Source: an optimization exercise on an open RTL-to-GDS flow (aim: small area and few clock cycles per item). Production flows keep margins and buffers that such runs may drop.
Only simulation tests tie the RTL to the original design; equivalence was not proved.

==> flow/constraint.sdc <==
create_clock -name core_clock -period 7.0 [get_ports {CLK}]
set_input_delay 1.4000 -clock core_clock [delete_from_list [all_inputs] [get_ports {CLK}]]
set_output_delay 1.4000 -clock core_clock [all_outputs]
set_load 0.01 [all_outputs]
==> flow/design.v <==
module dsp_mac_pipe (
  input  logic               CLK,
  input  logic               RSTN,
  input  logic               IN_VALID,
  output logic               IN_READY,
  input  logic signed [17:0] A,
  input  logic signed [17:0] B,
  input  logic signed [17:0] D,
  input  logic signed [47:0] C,
  input  logic [3:0]         OPMODE,
  output logic               OUT_VALID,
  input  logic               OUT_READY,
  output logic signed [47:0] P,
  output logic               CARRYOUT,
  output logic               OVERFLOW
);
  logic        vld_q;
  logic [3:0]  cnt_q;
  logic [47:0] r_q;
  logic        co_q, ovf_q;
  logic        v1_q;
  logic [17:0] a1_q;
  logic [18:0] pre1_q;
  logic [47:0] c1_q;
  logic [1:0]  op1_q;      
  logic fire, adv;
  assign fire     = v1_q && (!vld_q || OUT_READY);
  assign adv      = !v1_q || fire;
  assign IN_READY = adv;
  logic        sb;
  logic [18:0] dg, bx, pre_d;
  logic [19:0] pre_w;
  assign sb    = OPMODE[0] & OPMODE[1];
  assign dg    = OPMODE[0] ? {D[17], D} : 19'd0;
  assign bx    = {B[17], B} ^ {19{sb}};
  assign pre_w = {dg, 1'b1} + {bx, sb};
  assign pre_d = pre_w[19:1];
  always_ff @(posedge CLK or negedge RSTN) begin
    if (!RSTN)    v1_q <= 1'b0;
    else if (adv) v1_q <= IN_VALID;
  end
  always_ff @(posedge CLK) begin
    if (adv) begin
      a1_q   <= A;
      pre1_q <= pre_d;
      c1_q   <= C;
      op1_q  <= OPMODE[3:2];
    end
  end
  logic [18:0] pre;
  logic [18:0] a_ext;
  logic [8:0]  one, two, neg;
  assign pre   = pre1_q;
  assign a_ext = {a1_q, 1'b0};
  always_comb begin
    for (int i = 0; i < 9; i++) begin
      one[i] = v1_q & (a_ext[2*i+1] ^ a_ext[2*i]);
      two[i] = v1_q & ((a_ext[2*i+2] & ~a_ext[2*i+1] & ~a_ext[2*i]) |
                       (~a_ext[2*i+2] & a_ext[2*i+1] & a_ext[2*i]));
      neg[i] = v1_q & (a_ext[2*i+2] ^ op1_q[1]);
    end
  end
  logic [19:0] pre2, pre1;
  assign pre1 = {pre[18], pre};
  assign pre2 = {pre, 1'b0};
  logic [19:0] y0, y1, y2, y3, y4, y5, y6, y7, y8;
  assign y0 = (({20{one[0]}} & pre1) | ({20{two[0]}} & pre2)) ^ {20{neg[0]}};
  assign y1 = (({20{one[1]}} & pre1) | ({20{two[1]}} & pre2)) ^ {20{neg[1]}};
  assign y2 = (({20{one[2]}} & pre1) | ({20{two[2]}} & pre2)) ^ {20{neg[2]}};
  assign y3 = (({20{one[3]}} & pre1) | ({20{two[3]}} & pre2)) ^ {20{neg[3]}};
  assign y4 = (({20{one[4]}} & pre1) | ({20{two[4]}} & pre2)) ^ {20{neg[4]}};
  assign y5 = (({20{one[5]}} & pre1) | ({20{two[5]}} & pre2)) ^ {20{neg[5]}};
  assign y6 = (({20{one[6]}} & pre1) | ({20{two[6]}} & pre2)) ^ {20{neg[6]}};
  assign y7 = (({20{one[7]}} & pre1) | ({20{two[7]}} & pre2)) ^ {20{neg[7]}};
  assign y8 = (({20{one[8]}} & pre1) | ({20{two[8]}} & pre2)) ^ {20{neg[8]}};
  logic        use_acc;
  logic [47:0] base;
  assign use_acc = op1_q[0] && (cnt_q != 4'd0);
  assign base    = use_acc ? r_q : c1_q;
  wire s1, c2;
  assign {c2, s1} = {1'b0, neg[0]} + {1'b0, base[0]} + {1'b0, 1'b0};
  wire s3, c4;
  assign {c4, s3} = {1'b0, base[1]} + {1'b0, c2} + {1'b0, 1'b0};
  wire s5, c6;
  assign {c6, s5} = {1'b0, neg[1]} + {1'b0, base[2]} + {1'b0, c4};
  wire s7, c8;
  assign {c8, s7} = {1'b0, y0[2]} + {1'b0, y1[0]} + {1'b0, 1'b0};
  wire s9, c10;
  assign {c10, s9} = {1'b0, base[3]} + {1'b0, c6} + {1'b0, y0[3]};
  wire s11, c12;
  assign {c12, s11} = {1'b0, y1[1]} + {1'b0, c8} + {1'b0, 1'b0};
  wire s13, c14;
  assign {c14, s13} = {1'b0, neg[2]} + {1'b0, base[4]} + {1'b0, y0[4]};
  wire s15, c16;
  assign {c16, s15} = {1'b0, y1[2]} + {1'b0, y2[0]} + {1'b0, c10};
  wire s17, c18;
  assign {c18, s17} = {1'b0, s13} + {1'b0, c12} + {1'b0, 1'b0};
  wire s19, c20;
  assign {c20, s19} = {1'b0, base[5]} + {1'b0, y0[5]} + {1'b0, y1[3]};
  wire s21, c22;
  assign {c22, s21} = {1'b0, y2[1]} + {1'b0, c14} + {1'b0, s19};
  wire s23, c24;
  assign {c24, s23} = {1'b0, c16} + {1'b0, s21} + {1'b0, 1'b0};
  wire s25, c26;
  assign {c26, s25} = {1'b0, neg[3]} + {1'b0, base[6]} + {1'b0, y0[6]};
  wire s27, c28;
  assign {c28, s27} = {1'b0, y1[4]} + {1'b0, y2[2]} + {1'b0, y3[0]};
  wire s29, c30;
  assign {c30, s29} = {1'b0, c20} + {1'b0, s25} + {1'b0, s27};
  wire s31, c32;
  assign {c32, s31} = {1'b0, c22} + {1'b0, s29} + {1'b0, 1'b0};
  wire s33, c34;
  assign {c34, s33} = {1'b0, base[7]} + {1'b0, y0[7]} + {1'b0, y1[5]};
  wire s35, c36;
  assign {c36, s35} = {1'b0, y2[3]} + {1'b0, y3[1]} + {1'b0, c26};
  wire s37, c38;
  assign {c38, s37} = {1'b0, c28} + {1'b0, s33} + {1'b0, c30};
  wire s39, c40;
  assign {c40, s39} = {1'b0, s35} + {1'b0, c32} + {1'b0, 1'b0};
  wire s41, c42;
  assign {c42, s41} = {1'b0, neg[4]} + {1'b0, base[8]} + {1'b0, y0[8]};
  wire s43, c44;
  assign {c44, s43} = {1'b0, y1[6]} + {1'b0, y2[4]} + {1'b0, y3[2]};
  wire s45, c46;
  assign {c46, s45} = {1'b0, y4[0]} + {1'b0, c34} + {1'b0, s41};
  wire s47, c48;
  assign {c48, s47} = {1'b0, s43} + {1'b0, c36} + {1'b0, s45};
  wire s49, c50;
  assign {c50, s49} = {1'b0, c38} + {1'b0, s47} + {1'b0, 1'b0};
  wire s51, c52;
  assign {c52, s51} = {1'b0, base[9]} + {1'b0, y0[9]} + {1'b0, y1[7]};
  wire s53, c54;
  assign {c54, s53} = {1'b0, y2[5]} + {1'b0, y3[3]} + {1'b0, y4[1]};
  wire s55, c56;
  assign {c56, s55} = {1'b0, c42} + {1'b0, c44} + {1'b0, s51};
  wire s57, c58;
  assign {c58, s57} = {1'b0, s53} + {1'b0, c46} + {1'b0, s55};
  wire s59, c60;
  assign {c60, s59} = {1'b0, c48} + {1'b0, s57} + {1'b0, 1'b0};
  wire s61, c62;
  assign {c62, s61} = {1'b0, neg[5]} + {1'b0, base[10]} + {1'b0, y0[10]};
  wire s63, c64;
  assign {c64, s63} = {1'b0, y1[8]} + {1'b0, y2[6]} + {1'b0, y3[4]};
  wire s65, c66;
  assign {c66, s65} = {1'b0, y4[2]} + {1'b0, y5[0]} + {1'b0, c52};
  wire s67, c68;
  assign {c68, s67} = {1'b0, c54} + {1'b0, s61} + {1'b0, s63};
  wire s69, c70;
  assign {c70, s69} = {1'b0, c56} + {1'b0, s65} + {1'b0, s67};
  wire s71, c72;
  assign {c72, s71} = {1'b0, c58} + {1'b0, s69} + {1'b0, 1'b0};
  wire s73, c74;
  assign {c74, s73} = {1'b0, base[11]} + {1'b0, y0[11]} + {1'b0, y1[9]};
  wire s75, c76;
  assign {c76, s75} = {1'b0, y2[7]} + {1'b0, y3[5]} + {1'b0, y4[3]};
  wire s77, c78;
  assign {c78, s77} = {1'b0, y5[1]} + {1'b0, c62} + {1'b0, c64};
  wire s79, c80;
  assign {c80, s79} = {1'b0, s73} + {1'b0, s75} + {1'b0, c66};
  wire s81, c82;
  assign {c82, s81} = {1'b0, c68} + {1'b0, s77} + {1'b0, s79};
  wire s83, c84;
  assign {c84, s83} = {1'b0, c70} + {1'b0, s81} + {1'b0, 1'b0};
  wire s85, c86;
  assign {c86, s85} = {1'b0, neg[6]} + {1'b0, base[12]} + {1'b0, y0[12]};
  wire s87, c88;
  assign {c88, s87} = {1'b0, y1[10]} + {1'b0, y2[8]} + {1'b0, y3[6]};
  wire s89, c90;
  assign {c90, s89} = {1'b0, y4[4]} + {1'b0, y5[2]} + {1'b0, y6[0]};
  wire s91, c92;
  assign {c92, s91} = {1'b0, c74} + {1'b0, c76} + {1'b0, s85};
  wire s93, c94;
  assign {c94, s93} = {1'b0, s87} + {1'b0, s89} + {1'b0, c78};
  wire s95, c96;
  assign {c96, s95} = {1'b0, s91} + {1'b0, c80} + {1'b0, s93};
  wire s97, c98;
  assign {c98, s97} = {1'b0, c82} + {1'b0, s95} + {1'b0, 1'b0};
  wire s99, c100;
  assign {c100, s99} = {1'b0, base[13]} + {1'b0, y0[13]} + {1'b0, y1[11]};
  wire s101, c102;
  assign {c102, s101} = {1'b0, y2[9]} + {1'b0, y3[7]} + {1'b0, y4[5]};
  wire s103, c104;
  assign {c104, s103} = {1'b0, y5[3]} + {1'b0, y6[1]} + {1'b0, c86};
  wire s105, c106;
  assign {c106, s105} = {1'b0, c88} + {1'b0, c90} + {1'b0, s99};
  wire s107, c108;
  assign {c108, s107} = {1'b0, s101} + {1'b0, c92} + {1'b0, s103};
  wire s109, c110;
  assign {c110, s109} = {1'b0, s105} + {1'b0, c94} + {1'b0, s107};
  wire s111, c112;
  assign {c112, s111} = {1'b0, c96} + {1'b0, s109} + {1'b0, 1'b0};
  wire s113, c114;
  assign {c114, s113} = {1'b0, neg[7]} + {1'b0, base[14]} + {1'b0, y0[14]};
  wire s115, c116;
  assign {c116, s115} = {1'b0, y1[12]} + {1'b0, y2[10]} + {1'b0, y3[8]};
  wire s117, c118;
  assign {c118, s117} = {1'b0, y4[6]} + {1'b0, y5[4]} + {1'b0, y6[2]};
  wire s119, c120;
  assign {c120, s119} = {1'b0, y7[0]} + {1'b0, c100} + {1'b0, c102};
  wire s121, c122;
  assign {c122, s121} = {1'b0, s113} + {1'b0, s115} + {1'b0, s117};
  wire s123, c124;
  assign {c124, s123} = {1'b0, c104} + {1'b0, c106} + {1'b0, s119};
  wire s125, c126;
  assign {c126, s125} = {1'b0, s121} + {1'b0, c108} + {1'b0, s123};
  wire s127, c128;
  assign {c128, s127} = {1'b0, c110} + {1'b0, s125} + {1'b0, 1'b0};
  wire s129, c130;
  assign {c130, s129} = {1'b0, base[15]} + {1'b0, y0[15]} + {1'b0, y1[13]};
  wire s131, c132;
  assign {c132, s131} = {1'b0, y2[11]} + {1'b0, y3[9]} + {1'b0, y4[7]};
  wire s133, c134;
  assign {c134, s133} = {1'b0, y5[5]} + {1'b0, y6[3]} + {1'b0, y7[1]};
  wire s135, c136;
  assign {c136, s135} = {1'b0, c114} + {1'b0, c116} + {1'b0, c118};
  wire s137, c138;
  assign {c138, s137} = {1'b0, s129} + {1'b0, s131} + {1'b0, s133};
  wire s139, c140;
  assign {c140, s139} = {1'b0, c120} + {1'b0, c122} + {1'b0, s135};
  wire s141, c142;
  assign {c142, s141} = {1'b0, s137} + {1'b0, c124} + {1'b0, s139};
  wire s143, c144;
  assign {c144, s143} = {1'b0, c126} + {1'b0, s141} + {1'b0, 1'b0};
  wire s145, c146;
  assign {c146, s145} = {1'b0, neg[8]} + {1'b0, base[16]} + {1'b0, y0[16]};
  wire s147, c148;
  assign {c148, s147} = {1'b0, y1[14]} + {1'b0, y2[12]} + {1'b0, y3[10]};
  wire s149, c150;
  assign {c150, s149} = {1'b0, y4[8]} + {1'b0, y5[6]} + {1'b0, y6[4]};
  wire s151, c152;
  assign {c152, s151} = {1'b0, y7[2]} + {1'b0, y8[0]} + {1'b0, c130};
  wire s153, c154;
  assign {c154, s153} = {1'b0, c132} + {1'b0, c134} + {1'b0, s145};
  wire s155, c156;
  assign {c156, s155} = {1'b0, s147} + {1'b0, s149} + {1'b0, c136};
  wire s157, c158;
  assign {c158, s157} = {1'b0, c138} + {1'b0, s151} + {1'b0, s153};
  wire s159, c160;
  assign {c160, s159} = {1'b0, c140} + {1'b0, s155} + {1'b0, s157};
  wire s161, c162;
  assign {c162, s161} = {1'b0, c142} + {1'b0, s159} + {1'b0, 1'b0};
  wire s163, c164;
  assign {c164, s163} = {1'b0, base[17]} + {1'b0, y0[17]} + {1'b0, y1[15]};
  wire s165, c166;
  assign {c166, s165} = {1'b0, y2[13]} + {1'b0, y3[11]} + {1'b0, y4[9]};
  wire s167, c168;
  assign {c168, s167} = {1'b0, y5[7]} + {1'b0, y6[5]} + {1'b0, y7[3]};
  wire s169, c170;
  assign {c170, s169} = {1'b0, y8[1]} + {1'b0, c146} + {1'b0, c148};
  wire s171, c172;
  assign {c172, s171} = {1'b0, c150} + {1'b0, s163} + {1'b0, s165};
  wire s173, c174;
  assign {c174, s173} = {1'b0, s167} + {1'b0, c152} + {1'b0, c154};
  wire s175, c176;
  assign {c176, s175} = {1'b0, s169} + {1'b0, s171} + {1'b0, c156};
  wire s177, c178;
  assign {c178, s177} = {1'b0, c158} + {1'b0, s173} + {1'b0, s175};
  wire s179, c180;
  assign {c180, s179} = {1'b0, c160} + {1'b0, s177} + {1'b0, 1'b0};
  wire s181, c182;
  assign {c182, s181} = {1'b0, base[18]} + {1'b0, y0[18]} + {1'b0, y1[16]};
  wire s183, c184;
  assign {c184, s183} = {1'b0, y2[14]} + {1'b0, y3[12]} + {1'b0, y4[10]};
  wire s185, c186;
  assign {c186, s185} = {1'b0, y5[8]} + {1'b0, y6[6]} + {1'b0, y7[4]};
  wire s187, c188;
  assign {c188, s187} = {1'b0, y8[2]} + {1'b0, c164} + {1'b0, c166};
  wire s189, c190;
  assign {c190, s189} = {1'b0, c168} + {1'b0, s181} + {1'b0, s183};
  wire s191, c192;
  assign {c192, s191} = {1'b0, s185} + {1'b0, c170} + {1'b0, c172};
  wire s193, c194;
  assign {c194, s193} = {1'b0, s187} + {1'b0, s189} + {1'b0, c174};
  wire s195, c196;
  assign {c196, s195} = {1'b0, s191} + {1'b0, c176} + {1'b0, s193};
  wire s197, c198;
  assign {c198, s197} = {1'b0, c178} + {1'b0, s195} + {1'b0, 1'b0};
  wire s199, c200;
  assign {c200, s199} = {1'b0, 1'b1} + {1'b0, base[19]} + {1'b0, ~y0[19]};
  wire s201, c202;
  assign {c202, s201} = {1'b0, y1[17]} + {1'b0, y2[15]} + {1'b0, y3[13]};
  wire s203, c204;
  assign {c204, s203} = {1'b0, y4[11]} + {1'b0, y5[9]} + {1'b0, y6[7]};
  wire s205, c206;
  assign {c206, s205} = {1'b0, y7[5]} + {1'b0, y8[3]} + {1'b0, c182};
  wire s207, c208;
  assign {c208, s207} = {1'b0, c184} + {1'b0, c186} + {1'b0, s199};
  wire s209, c210;
  assign {c210, s209} = {1'b0, s201} + {1'b0, s203} + {1'b0, c188};
  wire s211, c212;
  assign {c212, s211} = {1'b0, c190} + {1'b0, s205} + {1'b0, s207};
  wire s213, c214;
  assign {c214, s213} = {1'b0, c192} + {1'b0, s209} + {1'b0, s211};
  wire s215, c216;
  assign {c216, s215} = {1'b0, c194} + {1'b0, s213} + {1'b0, c196};
  wire s217, c218;
  assign {c218, s217} = {1'b0, 1'b1} + {1'b0, base[20]} + {1'b0, y1[18]};
  wire s219, c220;
  assign {c220, s219} = {1'b0, y2[16]} + {1'b0, y3[14]} + {1'b0, y4[12]};
  wire s221, c222;
  assign {c222, s221} = {1'b0, y5[10]} + {1'b0, y6[8]} + {1'b0, y7[6]};
  wire s223, c224;
  assign {c224, s223} = {1'b0, y8[4]} + {1'b0, c200} + {1'b0, c202};
  wire s225, c226;
  assign {c226, s225} = {1'b0, c204} + {1'b0, s217} + {1'b0, s219};
  wire s227, c228;
  assign {c228, s227} = {1'b0, s221} + {1'b0, c206} + {1'b0, c208};
  wire s229, c230;
  assign {c230, s229} = {1'b0, s223} + {1'b0, s225} + {1'b0, c210};
  wire s231, c232;
  assign {c232, s231} = {1'b0, c212} + {1'b0, s227} + {1'b0, s229};
  wire s233, c234;
  assign {c234, s233} = {1'b0, c214} + {1'b0, s231} + {1'b0, 1'b0};
  wire s235, c236;
  assign {c236, s235} = {1'b0, base[21]} + {1'b0, ~y1[19]} + {1'b0, y2[17]};
  wire s237, c238;
  assign {c238, s237} = {1'b0, y3[15]} + {1'b0, y4[13]} + {1'b0, y5[11]};
  wire s239, c240;
  assign {c240, s239} = {1'b0, y6[9]} + {1'b0, y7[7]} + {1'b0, y8[5]};
  wire s241, c242;
  assign {c242, s241} = {1'b0, c218} + {1'b0, c220} + {1'b0, c222};
  wire s243, c244;
  assign {c244, s243} = {1'b0, s235} + {1'b0, s237} + {1'b0, s239};
  wire s245, c246;
  assign {c246, s245} = {1'b0, c224} + {1'b0, c226} + {1'b0, s241};
  wire s247, c248;
  assign {c248, s247} = {1'b0, s243} + {1'b0, c228} + {1'b0, s245};
  wire s249, c250;
  assign {c250, s249} = {1'b0, c230} + {1'b0, s247} + {1'b0, c232};
  wire s251, c252;
  assign {c252, s251} = {1'b0, 1'b1} + {1'b0, base[22]} + {1'b0, y2[18]};
  wire s253, c254;
  assign {c254, s253} = {1'b0, y3[16]} + {1'b0, y4[14]} + {1'b0, y5[12]};
  wire s255, c256;
  assign {c256, s255} = {1'b0, y6[10]} + {1'b0, y7[8]} + {1'b0, y8[6]};
  wire s257, c258;
  assign {c258, s257} = {1'b0, c236} + {1'b0, c238} + {1'b0, c240};
  wire s259, c260;
  assign {c260, s259} = {1'b0, s251} + {1'b0, s253} + {1'b0, s255};
  wire s261, c262;
  assign {c262, s261} = {1'b0, c242} + {1'b0, c244} + {1'b0, s257};
  wire s263, c264;
  assign {c264, s263} = {1'b0, s259} + {1'b0, c246} + {1'b0, s261};
  wire s265, c266;
  assign {c266, s265} = {1'b0, c248} + {1'b0, s263} + {1'b0, 1'b0};
  wire s267, c268;
  assign {c268, s267} = {1'b0, base[23]} + {1'b0, ~y2[19]} + {1'b0, y3[17]};
  wire s269, c270;
  assign {c270, s269} = {1'b0, y4[15]} + {1'b0, y5[13]} + {1'b0, y6[11]};
  wire s271, c272;
  assign {c272, s271} = {1'b0, y7[9]} + {1'b0, y8[7]} + {1'b0, c252};
  wire s273, c274;
  assign {c274, s273} = {1'b0, c254} + {1'b0, c256} + {1'b0, s267};
  wire s275, c276;
  assign {c276, s275} = {1'b0, s269} + {1'b0, c258} + {1'b0, c260};
  wire s277, c278;
  assign {c278, s277} = {1'b0, s271} + {1'b0, s273} + {1'b0, c262};
  wire s279, c280;
  assign {c280, s279} = {1'b0, s275} + {1'b0, c264} + {1'b0, s277};
  wire s281, c282;
  assign {c282, s281} = {1'b0, 1'b1} + {1'b0, base[24]} + {1'b0, y3[18]};
  wire s283, c284;
  assign {c284, s283} = {1'b0, y4[16]} + {1'b0, y5[14]} + {1'b0, y6[12]};
  wire s285, c286;
  assign {c286, s285} = {1'b0, y7[10]} + {1'b0, y8[8]} + {1'b0, c268};
  wire s287, c288;
  assign {c288, s287} = {1'b0, c270} + {1'b0, s281} + {1'b0, s283};
  wire s289, c290;
  assign {c290, s289} = {1'b0, c272} + {1'b0, c274} + {1'b0, s285};
  wire s291, c292;
  assign {c292, s291} = {1'b0, s287} + {1'b0, c276} + {1'b0, s289};
  wire s293, c294;
  assign {c294, s293} = {1'b0, c278} + {1'b0, s291} + {1'b0, 1'b0};
  wire s295, c296;
  assign {c296, s295} = {1'b0, base[25]} + {1'b0, ~y3[19]} + {1'b0, y4[17]};
  wire s297, c298;
  assign {c298, s297} = {1'b0, y5[15]} + {1'b0, y6[13]} + {1'b0, y7[11]};
  wire s299, c300;
  assign {c300, s299} = {1'b0, y8[9]} + {1'b0, c282} + {1'b0, c284};
  wire s301, c302;
  assign {c302, s301} = {1'b0, s295} + {1'b0, s297} + {1'b0, c286};
  wire s303, c304;
  assign {c304, s303} = {1'b0, c288} + {1'b0, s299} + {1'b0, c290};
  wire s305, c306;
  assign {c306, s305} = {1'b0, s301} + {1'b0, c292} + {1'b0, s303};
  wire s307, c308;
  assign {c308, s307} = {1'b0, 1'b1} + {1'b0, base[26]} + {1'b0, y4[18]};
  wire s309, c310;
  assign {c310, s309} = {1'b0, y5[16]} + {1'b0, y6[14]} + {1'b0, y7[12]};
  wire s311, c312;
  assign {c312, s311} = {1'b0, y8[10]} + {1'b0, c296} + {1'b0, c298};
  wire s313, c314;
  assign {c314, s313} = {1'b0, s307} + {1'b0, s309} + {1'b0, c300};
  wire s315, c316;
  assign {c316, s315} = {1'b0, s311} + {1'b0, c302} + {1'b0, s313};
  wire s317, c318;
  assign {c318, s317} = {1'b0, c304} + {1'b0, s315} + {1'b0, 1'b0};
  wire s319, c320;
  assign {c320, s319} = {1'b0, base[27]} + {1'b0, ~y4[19]} + {1'b0, y5[17]};
  wire s321, c322;
  assign {c322, s321} = {1'b0, y6[15]} + {1'b0, y7[13]} + {1'b0, y8[11]};
  wire s323, c324;
  assign {c324, s323} = {1'b0, c308} + {1'b0, c310} + {1'b0, s319};
  wire s325, c326;
  assign {c326, s325} = {1'b0, s321} + {1'b0, c312} + {1'b0, s323};
  wire s327, c328;
  assign {c328, s327} = {1'b0, c314} + {1'b0, s325} + {1'b0, c316};
  wire s329, c330;
  assign {c330, s329} = {1'b0, 1'b1} + {1'b0, base[28]} + {1'b0, y5[18]};
  wire s331, c332;
  assign {c332, s331} = {1'b0, y6[16]} + {1'b0, y7[14]} + {1'b0, y8[12]};
  wire s333, c334;
  assign {c334, s333} = {1'b0, c320} + {1'b0, c322} + {1'b0, s329};
  wire s335, c336;
  assign {c336, s335} = {1'b0, s331} + {1'b0, c324} + {1'b0, s333};
  wire s337, c338;
  assign {c338, s337} = {1'b0, c326} + {1'b0, s335} + {1'b0, 1'b0};
  wire s339, c340;
  assign {c340, s339} = {1'b0, base[29]} + {1'b0, ~y5[19]} + {1'b0, y6[17]};
  wire s341, c342;
  assign {c342, s341} = {1'b0, y7[15]} + {1'b0, y8[13]} + {1'b0, c330};
  wire s343, c344;
  assign {c344, s343} = {1'b0, c332} + {1'b0, s339} + {1'b0, c334};
  wire s345, c346;
  assign {c346, s345} = {1'b0, s341} + {1'b0, c336} + {1'b0, s343};
  wire s347, c348;
  assign {c348, s347} = {1'b0, 1'b1} + {1'b0, base[30]} + {1'b0, y6[18]};
  wire s349, c350;
  assign {c350, s349} = {1'b0, y7[16]} + {1'b0, y8[14]} + {1'b0, c340};
  wire s351, c352;
  assign {c352, s351} = {1'b0, s347} + {1'b0, c342} + {1'b0, s349};
  wire s353, c354;
  assign {c354, s353} = {1'b0, c344} + {1'b0, s351} + {1'b0, 1'b0};
  wire s355, c356;
  assign {c356, s355} = {1'b0, base[31]} + {1'b0, ~y6[19]} + {1'b0, y7[17]};
  wire s357, c358;
  assign {c358, s357} = {1'b0, y8[15]} + {1'b0, c348} + {1'b0, s355};
  wire s359, c360;
  assign {c360, s359} = {1'b0, c350} + {1'b0, s357} + {1'b0, c352};
  wire s361, c362;
  assign {c362, s361} = {1'b0, 1'b1} + {1'b0, base[32]} + {1'b0, y7[18]};
  wire s363, c364;
  assign {c364, s363} = {1'b0, y8[16]} + {1'b0, c356} + {1'b0, s361};
  wire s365, c366;
  assign {c366, s365} = {1'b0, c358} + {1'b0, s363} + {1'b0, 1'b0};
  wire s367, c368;
  assign {c368, s367} = {1'b0, base[33]} + {1'b0, ~y7[19]} + {1'b0, y8[17]};
  wire s369, c370;
  assign {c370, s369} = {1'b0, c362} + {1'b0, s367} + {1'b0, c364};
  wire s371, c372;
  assign {c372, s371} = {1'b0, 1'b1} + {1'b0, base[34]} + {1'b0, y8[18]};
  wire s373, c374;
  assign {c374, s373} = {1'b0, c368} + {1'b0, s371} + {1'b0, 1'b0};
  wire s375, c376;
  assign {c376, s375} = {1'b0, base[35]} + {1'b0, ~y8[19]} + {1'b0, c372};
  wire s377, c378;
  assign {c378, s377} = {1'b0, 1'b1} + {1'b0, base[36]} + {1'b0, 1'b0};
  wire s379, c380;
  assign {c380, s379} = {1'b0, 1'b1} + {1'b0, base[37]} + {1'b0, 1'b0};
  wire s381, c382;
  assign {c382, s381} = {1'b0, 1'b1} + {1'b0, base[38]} + {1'b0, 1'b0};
  wire s383, c384;
  assign {c384, s383} = {1'b0, 1'b1} + {1'b0, base[39]} + {1'b0, 1'b0};
  wire s385, c386;
  assign {c386, s385} = {1'b0, 1'b1} + {1'b0, base[40]} + {1'b0, 1'b0};
  wire s387, c388;
  assign {c388, s387} = {1'b0, 1'b1} + {1'b0, base[41]} + {1'b0, 1'b0};
  wire s389, c390;
  assign {c390, s389} = {1'b0, 1'b1} + {1'b0, base[42]} + {1'b0, 1'b0};
  wire s391, c392;
  assign {c392, s391} = {1'b0, 1'b1} + {1'b0, base[43]} + {1'b0, 1'b0};
  wire s393, c394;
  assign {c394, s393} = {1'b0, 1'b1} + {1'b0, base[44]} + {1'b0, 1'b0};
  wire s395, c396;
  assign {c396, s395} = {1'b0, 1'b1} + {1'b0, base[45]} + {1'b0, 1'b0};
  wire s397, c398;
  assign {c398, s397} = {1'b0, 1'b1} + {1'b0, base[46]} + {1'b0, 1'b0};
  wire s399, c400;
  assign {c400, s399} = {1'b0, 1'b1} + {1'b0, base[47]} + {1'b0, 1'b0};
  wire s401, c402;
  assign {c402, s401} = {1'b0, 1'b1} + {1'b0, base[47]} + {1'b0, 1'b0};
  wire [48:0] sx, sy;
  assign sx = {c400, c398, c396, c394, c392, c390, c388, c386, c384, c382, c380, c378, s377, c374, s373, c366, s365, c354, c346, c338, s337, c318, c306, c294, c280, c266, s265, c234, c216, c198, c180, c162, c144, c128, c112, c98, c84, c72, c60, c50, c40, s37, c24, c18, s15, s9, s5, s3, s1};
  assign sy = {s401, s399, s397, s395, s393, s391, s389, s387, s385, s383, s381, s379, c376, s375, c370, s369, c360, s359, s353, s345, c328, s327, s317, s305, s293, s279, c250, s249, s233, s215, s197, s179, s161, s143, s127, s111, s97, s83, s71, s59, s49, s39, s31, s23, s17, s11, s7, y0[1], y0[0]};
  logic [48:0] u;
  assign u = sx + sy;
  logic s_m;
  assign s_m = (a1_q[17] ^ pre[18]) & (|a1_q) & (|pre);
  logic [47:0] res;
  logic        ovf, co, last, emit;
  assign res  = u[47:0];
  assign ovf  = u[48] ^ u[47];
  assign co   = u[48] ^ base[47] ^ s_m;
  assign last = (cnt_q == 4'd15);
  assign emit = !op1_q[0] || last;
  always_ff @(posedge CLK or negedge RSTN) begin
    if (!RSTN) begin
      vld_q <= 1'b0;
      cnt_q <= 4'd0;
    end else begin
      if (fire) begin
        vld_q <= emit;
        cnt_q <= (op1_q[0] && !last) ? cnt_q + 4'd1 : 4'd0;
      end else if (OUT_READY) begin
        vld_q <= 1'b0;
      end
    end
  end
  always_ff @(posedge CLK) begin
    if (fire) begin
      r_q   <= res;
      co_q  <= co;
      ovf_q <= ovf;
    end
  end
  assign OUT_VALID = vld_q;
  assign P         = r_q;
  assign CARRYOUT  = co_q;
  assign OVERFLOW  = ovf_q;
endmodule
==> flow/flow/run.sh <==
#!/bin/bash
# The standard ORFS layout (the standard.sh), with these changes:
# - the port buffers that global placement inserts on every input and output
#   are sky130_fd_sc_hd__buf_1 instead of the tool's default pick; timing
#   repair still resizes any of them that need more drive;
# - Yosys's synth runs without its early "abc -fast" pass, so the full adders
#   that ORFS extracts keep the polarity the RTL writes them in (the final ABC
#   mapping and everything else are unchanged);
# - clock tree synthesis uses smaller clock buffers, larger sink clusters and
#   no dummy loads.
set -euo pipefail
bash standard.sh "BUFFER_PORTS_ARGS=-buffer_cell sky130_fd_sc_hd__buf_1" "SYNTH_ARGS=-noabc" \
  "CTS_ARGS=-sink_clustering_enable -repair_clock_nets -buf_list {sky130_fd_sc_hd__clkbuf_4 sky130_fd_sc_hd__clkbuf_8} -sink_clustering_size 30 -sink_clustering_max_diameter 100 -dont_use_dummy_load" \
  finish > standard.log 2>&1
==> flow/standard.sh <==
#!/bin/bash
# synth_recipe.tcl (not shown) runs the flow's synth.tcl, then flattens the netlist and writes it again
# the make line also repeats each setting of config.mk as NAME=value (left out here)
make -C /OpenROAD-flow-scripts/flow DESIGN_CONFIG=/design/flow/config.mk WORK_HOME=/design/flow/orfs CLKGATE_MAP_FILE= SYNTH_SCRIPT=/design/flow/synth_recipe.tcl "${@:-finish}"
==> flow/config.mk <==
export PLATFORM = sky130hd
export DESIGN_NAME = dsp_mac_pipe
export DESIGN_NICKNAME = dsp_mac_pipe
export VERILOG_FILES = /design/flow/design.v
export SDC_FILE = /design/flow/constraint.sdc
export NUM_CORES = 4
export LEC_CHECK = 0
export CAP_MARGIN = 20
export CORE_MARGIN = 2
export CORE_UTILIZATION = 40
export SLEW_MARGIN = 20
==> metrics.yaml, run 1 <==
fin_crit_ps: 6690
path_depth: 21
preCtsSetupSlack_ps: 203
worst_pin_slew_ps: 832
routabilityCongestion: 0.918
drt_iter0_drc: 894
grtUsageTotal_pct: 22.9
ys_seq_area_share_pct: 25.8
cts_tree: "done"
fp.dieW_um: 207
highest-signal-layer: "met4"
drive_gt1_share_pct: 8.48
postCtsSetupBuffers: 0
cts.sinks: 143
cp.buffers_inverters: 0
fmax_mhz: 149
ioPinCount: 162
yosys.area.top_type: "edfxtp_1"
cts_made_buffers: 17
hpwl_um: 37900
antenna_cells: 0
hp-class: "flip-flop to flip-flop"
cts_resized: 0
start_util_pct: 40.5
crit_top_cell: "fa_1"
relSlewSlack_pct: 44.0
grt_setup_unrepaired: "no"
gr-total-overflow: 0
worst_slack_ps: 310
reg2regPathDepth: 21
drc: 0
postCtsHoldBufs: 0
worst_setup_path_end_kind: "flip-flop"
cp.arrival_ps: 6950
yosysTopAreaCellShare_pct: 24.9
ys_dominant_reg_cell: "edfxtp_1"
crit_path_max_incr_delay_ps: 500
synth_edf_count: 137
slew_violations: 0
drt_first_pass_iters: 5
syn_avg_cell_area_um2: 10.4
drt-met1-wl_um: 20700
port_buffers: 161
synthesis.area_um2: 16500
max-cap-violations: 0
grt_pass1_wl_um: 75400
grt_max_degree: 57
crit_family: "adder cells"
htreeDepth: 4
crit_path_cell_trace: "nor2_1, nand2_1, o21ai_0, and2_1, a22oi_1, xnor2_1, fa_1, fa_1, fa_1, fa_1, fa_1, fa_1, ha_1, and3_1, nand2_1, a211o_1, or3_4, a2111oi_4, o211ai_2, a21oi_1, and4bb_1"
clkSlewWorstSetupHoldPaths_ps: 70
vias: 12700
dieArea_um2: 43000
hold_violations: 0
rows: 74
synth_async_sr_flop_share_pct: 4.20
clockBufferDepth: 2
cts-root-buf: "clkbuf_8"
setup_viol: 0
hold_path_end: "cnt_q[2]"
min_period_over_period_pct: 95.6
holdWs_ps: 557
core_area_um2: 40800
synth_fp_nets: 1961
synth_area_leaders: "edfxtp_1, fa_1, xnor2_1, ha_1, a22oi_1"
yosys_warnings: 1
required_ps: 7260
routed_wl_um: 48000
crit_start: "a1_q[7]"
timing.rr.end: "co_q"
antenna_found_initial: 0
clock_latency_ps: 510
fin_tns_setup_ps: 0
nets: 2092
ys_seq_elements: 143
syn_inst: 1592
layout-area-overhead-vs-synth_pct: 9.58
worst-setup-path-type: "flip-flop to flip-flop"
routedWlPerCell_um: 21.3
dr_wl_met2_um: 23100
whs_path_depth: 1
outcome: "timing/DRC/antenna clean"
wl_met3_um: 2820
first_global_vias: 13200
ant_nets: 0
yosysUniqueCellTypes: 63
via_per_inst: 5.62
die_h_um: 207
critPathLaunchType: "flip-flop"
r2r-start: "a1_q[7]"
cp_slowest_cell: "fa_1"
finClkSkew_ps: 29.7
min_from: "cnt_q[2]"
critical_path.max_fanout: 7
r2r_slack_ps: 310
-- layout make-up --
cell class | count | area (um2)
multi-input cells | 1263 | 11600
well taps | 532 | 666
inverters | 66 | 248
fillers | 3955 | 22700
clock buffers | 17 | 234
flip-flops and latches | 143 | 4270
repair buffers | 232 | 1140
-- registers in the layout, summed over array words and instances, names as in the netlist, 2 cells and up --
signal,cells
a1_q,18
c1_q,48
cnt_q,4
op1_q,2
pre1_q,19
r_q,48
-- through the flow --
stage | area (um2) | util, % | instances
2_1_floorplan | 16500 | - | 1592
3_3_place_gp | 17900 | 43.8 | 2236
3_5_place_dp | 17900 | 43.8 | 2236
4_1_cts | 18100 | 44.4 | 2253
5_1_grt | 18100 | 44.4 | 2253
6_report | 18100 | 44.4 | 2253
-- cells in the mapped netlist (26+ instances only) --
master	instances
o21ai_0	52
nand2_1	79
nor2_1	34
a21oi_1	84
mux2i_1	29
xor2_1	56
xnor2_1	232
a22oi_1	144
edfxtp_1	137
inv_1	57
a21o_1	28
and2_1	61
mux2_2	28
ha_1	105
clkbuf_1	93
nor3_1	26
fa_1	154
-- metal layers --
metal  vias up  GRT usage [%]
li1       5891              -
met1      6243           29.6
met2       442           38.3
met3        79           4.33
met4         0           8.05
met5         -              0
-- layout by cell type, fill, tap and decap left out, types with 4 or more instances in the layout --
master	instances
mux2i_1	29
edfxtp_1	137
nor2b_1	5
nor4_1	8
ha_1	105
dfrtp_1	5
buf_4	71
a22oi_1	144
inv_2	10
clkbuf_8	17
mux2_2	28
nor3_1	26
inv_1	56
o21ai_0	52
xnor2_1	232
o31ai_1	5
and3_1	4
nand2b_1	8
fa_1	154
a31o_2	4
buf_1	161
nand3_1	17
o21bai_1	15
a211oi_1	5
a21oi_1	83
nor2_1	34
nand2_1	77
xor2_1	56
and2_1	60
a21o_1	28
nand4_1	10
o21a_1	10
a31oi_1	12
-- how the worst max path moves through the flow --
stage / slack [ps] / endpoint
2_1_floorplan: 150 / co_q
3_3_place_gp: 90 / r_q[32]
3_5_place_dp: 200 / co_q
4_1_cts: 170 / r_q[32]
5_1_grt: 10 / co_q
6_report: 310 / co_q
-- worst reg2reg max path, delay by kind of cell, from the launching register on --
kind | cells | cell delay, ps
AND/OR/NAND/NOR | 7 | 1330
flip-flops | 1 | 490
AO/OA/AOI/OAI | 6 | 1310
adder cells (fa/ha/maj) | 7 | 3140
XOR/XNOR | 1 | 180
-- cells by family after synthesis --
| kind of cell | after synthesis | synth area share [%] |
|---|---|---|
| AOI/OAI and AO/OA | 391 | 16.1 |
| xor gates and xnor gates | 288 | 15.3 |
| adders and majority gates | 259 | 26.6 |
| buffers and inverters | 186 | 4.33 |
| DFF | 143 | 25.8 |
| muxes | 57 | 3.66 |
| and+or+nand+nor | 268 | 8.29 |
Testbench counts, summed over its fixed seeds: cycles 32,062, items 32,046.
==> run 2, diff against run 1 <==
--- a/flow/flow/run.sh
+++ b/flow/flow/run.sh
@@ -12,3 +12,3 @@
 bash standard.sh "BUFFER_PORTS_ARGS=-buffer_cell sky130_fd_sc_hd__buf_1" "SYNTH_ARGS=-noabc" \
-  "CTS_ARGS=-sink_clustering_enable -repair_clock_nets -buf_list {sky130_fd_sc_hd__clkbuf_4 sky130_fd_sc_hd__clkbuf_8} -sink_clustering_size 30 -sink_clustering_max_diameter 100 -dont_use_dummy_load" \
+  "CTS_ARGS=-sink_clustering_enable -repair_clock_nets -buf_list {sky130_fd_sc_hd__clkbuf_4 sky130_fd_sc_hd__clkbuf_8} -sink_clustering_size 60 -sink_clustering_max_diameter 250 -dont_use_dummy_load" \
   finish > standard.log 2>&1
==> run 2 against run 1 <==
  * Still clean on timing, DRC and antenna
  * Final cell count unchanged
  * Worst hold slack unchanged
  * Synthesized cell count unchanged
  * Fmax unchanged
  * Die area unchanged
  * Clock skew unchanged
  * Final area unchanged
==> metrics.yaml, run 2 <==
synth_area_leaders: "edfxtp_1, fa_1, xnor2_1, ha_1, a22oi_1"
port_buffers: 161  # unchanged
routedWlPerCell_um: 21.3  # unchanged
hold_violations: 0  # unchanged
setup_viol: 0  # unchanged
rows: 74  # unchanged
crit_top_cell: "fa_1"
cts_tree: "done"
slew_violations: 0  # unchanged
cts.sinks: 143  # unchanged
htreeDepth: 4  # unchanged
crit_path_cell_trace: "nor2_1, nand2_1, o21ai_0, and2_1, a22oi_1, xnor2_1, fa_1, fa_1, fa_1, fa_1, fa_1, fa_1, ha_1, and3_1, nand2_1, a211o_1, or3_4, a2111oi_4, o211ai_2, a21oi_1, and4bb_1"
grt.busiest_layer: "met2"
preCtsSetupSlack_ps: 203  # unchanged
synth_edf_count: 137  # unchanged
layout-area-overhead-vs-synth_pct: 9.58  # unchanged
gr-total-overflow: 0  # unchanged
placed_cells: 2236  # unchanged
cts-root-buf: "clkbuf_8"
yosysMostFrequentCell: "xnor2_1"
clockBufferDepth: 2  # unchanged
clock_latency_ps: 510  # about the same
synth_async_sr_flop_share_pct: 4.20  # unchanged
core_area_um2: 40800  # unchanged
ys_dominant_reg_cell: "edfxtp_1"
worst_setup_path_end_kind: "flip-flop"
hp-class: "flip-flop to flip-flop"
hpwl_um: 37900  # unchanged
via_per_inst: 5.62  # unchanged
fin_cells: 2253  # unchanged
syn_inst: 1592  # unchanged
ant_nets: 0  # unchanged
min_period_over_period_pct: 95.6  # unchanged
relSlewSlack_pct: 44.0  # unchanged
drc: 0  # unchanged
grtUsageTotal_pct: 22.9  # unchanged
worst_slack_ps: 310  # unchanged
fmax_mhz: 149  # unchanged
fp.dieW_um: 207  # unchanged
nets: 2092  # unchanged
max-cap-violations: 0  # unchanged
ys_seq_elements: 143  # unchanged
critical_path.max_fanout: 7  # unchanged
drive_gt1_share_pct: 8.48  # unchanged
worst_pin_slew_ps: 832  # unchanged
cts_made_buffers: 17  # unchanged
drt_iter0_drc: 894  # unchanged
drt_first_pass_iters: 5  # unchanged
antenna_cells: 0  # unchanged
nFillCells: 3955  # unchanged
fin_crit_ps: 6690  # unchanged
outcome: "timing/DRC/antenna clean"
cp.buffers_inverters: 0  # unchanged
reg_top3: "c1_q (48), r_q (48), pre1_q (19)"
synth_fp_nets: 1961  # unchanged
synthesis.area_um2: 16500  # unchanged
yosysTopAreaCellShare_pct: 24.9  # unchanged
grtUsageMet2_pct: 38.3  # unchanged
ioPinCount: 162  # unchanged
die_h_um: 207  # unchanged
dieArea_um2: 43000  # unchanged
vias: 12700  # unchanged
fin_tns_setup_ps: 0  # unchanged
worst-setup-path-type: "flip-flop to flip-flop"
clkSlewWorstSetupHoldPaths_ps: 70  # about the same
grt_setup_unrepaired: "no"
yosys.area.top_type: "edfxtp_1"
grt_pass1_wl_um: 75400  # unchanged
synthTopCellsByCount: "xnor2_1, fa_1, a22oi_1"
cp_slowest_cell: "fa_1"
finClkSkew_ps: 29.7  # unchanged
final_common_cell: "xnor2_1"
routabilityCongestion: 0.918  # unchanged
first_global_vias: 13200  # unchanged
routed_wl_um: 48000  # unchanged
critPathLaunchType: "flip-flop"
antenna_found_initial: 0  # unchanged
required_ps: 7260  # about the same
postCtsSetupBuffers: 0  # unchanged
use_met1_pct: 29.6  # unchanged
start_util_pct: 40.5  # unchanged
cp.arrival_ps: 6950  # about the same
ys_seq_area_share_pct: 25.8  # unchanged
mostFrequentLayoutCells: "xnor2_1, buf_1, fa_1, a22oi_1, edfxtp_1"
crit_family: "adder cells"
yosysUniqueCellTypes: 63  # unchanged
crit_path_max_incr_delay_ps: 500  # about the same
syn_avg_cell_area_um2: 10.4  # unchanged
grt_max_degree: 57  # unchanged
met3_usage_pct: 4.33  # unchanged
yosys_warnings: 1  # unchanged
run 2: cell type report:
type | instances | area (um2) | share of cell area, %
repair buffers | 232 | 1140 | 6.28
multi-input cells | 1263 | 11600 | 63.9
clock buffers | 17 | 234 | 1.29
inverters | 66 | 248 | 1.37
well taps | 532 | 666 | 3.67
flip-flops and latches | 143 | 4270 | 23.5
run 2: what timing repair did:
item | CTS | global route
gates resized for setup | 0 | 3
hold buffers | 0 | 0
setup endpoints to repair | 0 | 4
run 2: per-layer routing:
metal / vias to the layer above / wire [um] / part of all wire, %
met3: 79 / 2820 / 5.9
met1: 6243 / 20700 / 43
li1: 5891 / - / -
met4: 0 / 1460 / 3.0
met2: 442 / 23100 / 48
met5: - / 0 / 0
run 2: final timing paths:
kind	from	endpoint	slack, ps	cells after the start
setup / recovery	a1_q[7]	co_q	310	21
hold / removal	cnt_q[2]	cnt_q[2]	560	1
setup reg to reg	a1_q[7]	co_q	310	21
hold reg to reg	cnt_q[2]	cnt_q[2]	560	1
max in group asynchronous	RSTN	v1_q	5920	1
min in group asynchronous	RSTN	cnt_q[2]	780	1
run 2: cells by family (layout without fill, tap and decap cells):
| group | count (synthesis) | after routing | share of synthesized area, % |
|---|---|---|---|
| flops | 143 | 143 | 25.8 |
| simple gates | 268 | 268 | 8.29 |
| fa+ha+maj | 259 | 259 | 26.6 |
| compound gates | 391 | 391 | 16.1 |
| xor+xnor | 288 | 288 | 15.3 |
| buf+inv | 186 | 315 | 4.33 |
| mux | 57 | 57 | 3.66 |
run 2: worst register-to-register path, cell delays in order (launching register included):
cell and delay [ps]:
edfxtp_1 490, nor2_1 140, nand2_1 50, o21ai_0 60, and2_1 300, a22oi_1 150
xnor2_1 180, fa_1 500, fa_1 440, fa_1 500, fa_1 470, fa_1 450
fa_1 470, ha_1 310, and3_1 200, nand2_1 80, a211o_1 300, or3_4 370
a2111oi_4 440, o211ai_2 190, a21oi_1 170, and4bb_1 190
run 2: per-stage QoR:
step / hold WS [ps] / utilization, % / instance area, um2
3_3_place_gp: 535 / 43.8 / 17900
5_1_grt: 582 / 44.4 / 18100
4_1_cts: 555 / 44.4 / 18100
2_1_floorplan: 499 / - / 16500
3_5_place_dp: 544 / 43.8 / 17900
6_report: 557 / 44.4 / 18100

-- port drivers added, routing unchanged --
How much do the figures lean on ideal ports? The routed layouts below were timed once more, with nothing changed but the port constraints.
Step 1 (the two cells are an assumption about what drives the block):
set clk [get_ports {CLK}]
set_driving_cell -lib_cell sky130_fd_sc_hd__clkbuf_16 $clk
set_driving_cell -lib_cell sky130_fd_sc_hd__buf_2 [delete_from_list [all_inputs] $clk]
Step 2, shift: input delay + t, output delay - t, t = (earliest + latest rising clock arrival at the registers) / 2. This alone moves slack from input paths to output paths.
a / b / c = ideal ports / drivers / drivers and shift; a / b = the first two.
run	t, ns	setup WS [ns]	hold WS [ns]	worst setup path at the end	pins driven straight from the clock port
run 1	0.544	0.310 / 0.310 / 0.310	0.557 / 0.557 / 0.557	register to register	1
run 2	0.544	0.310 / 0.310 / 0.310	0.557 / 0.557 / 0.557	register to register	1
After both steps every run listed still meets setup and hold.
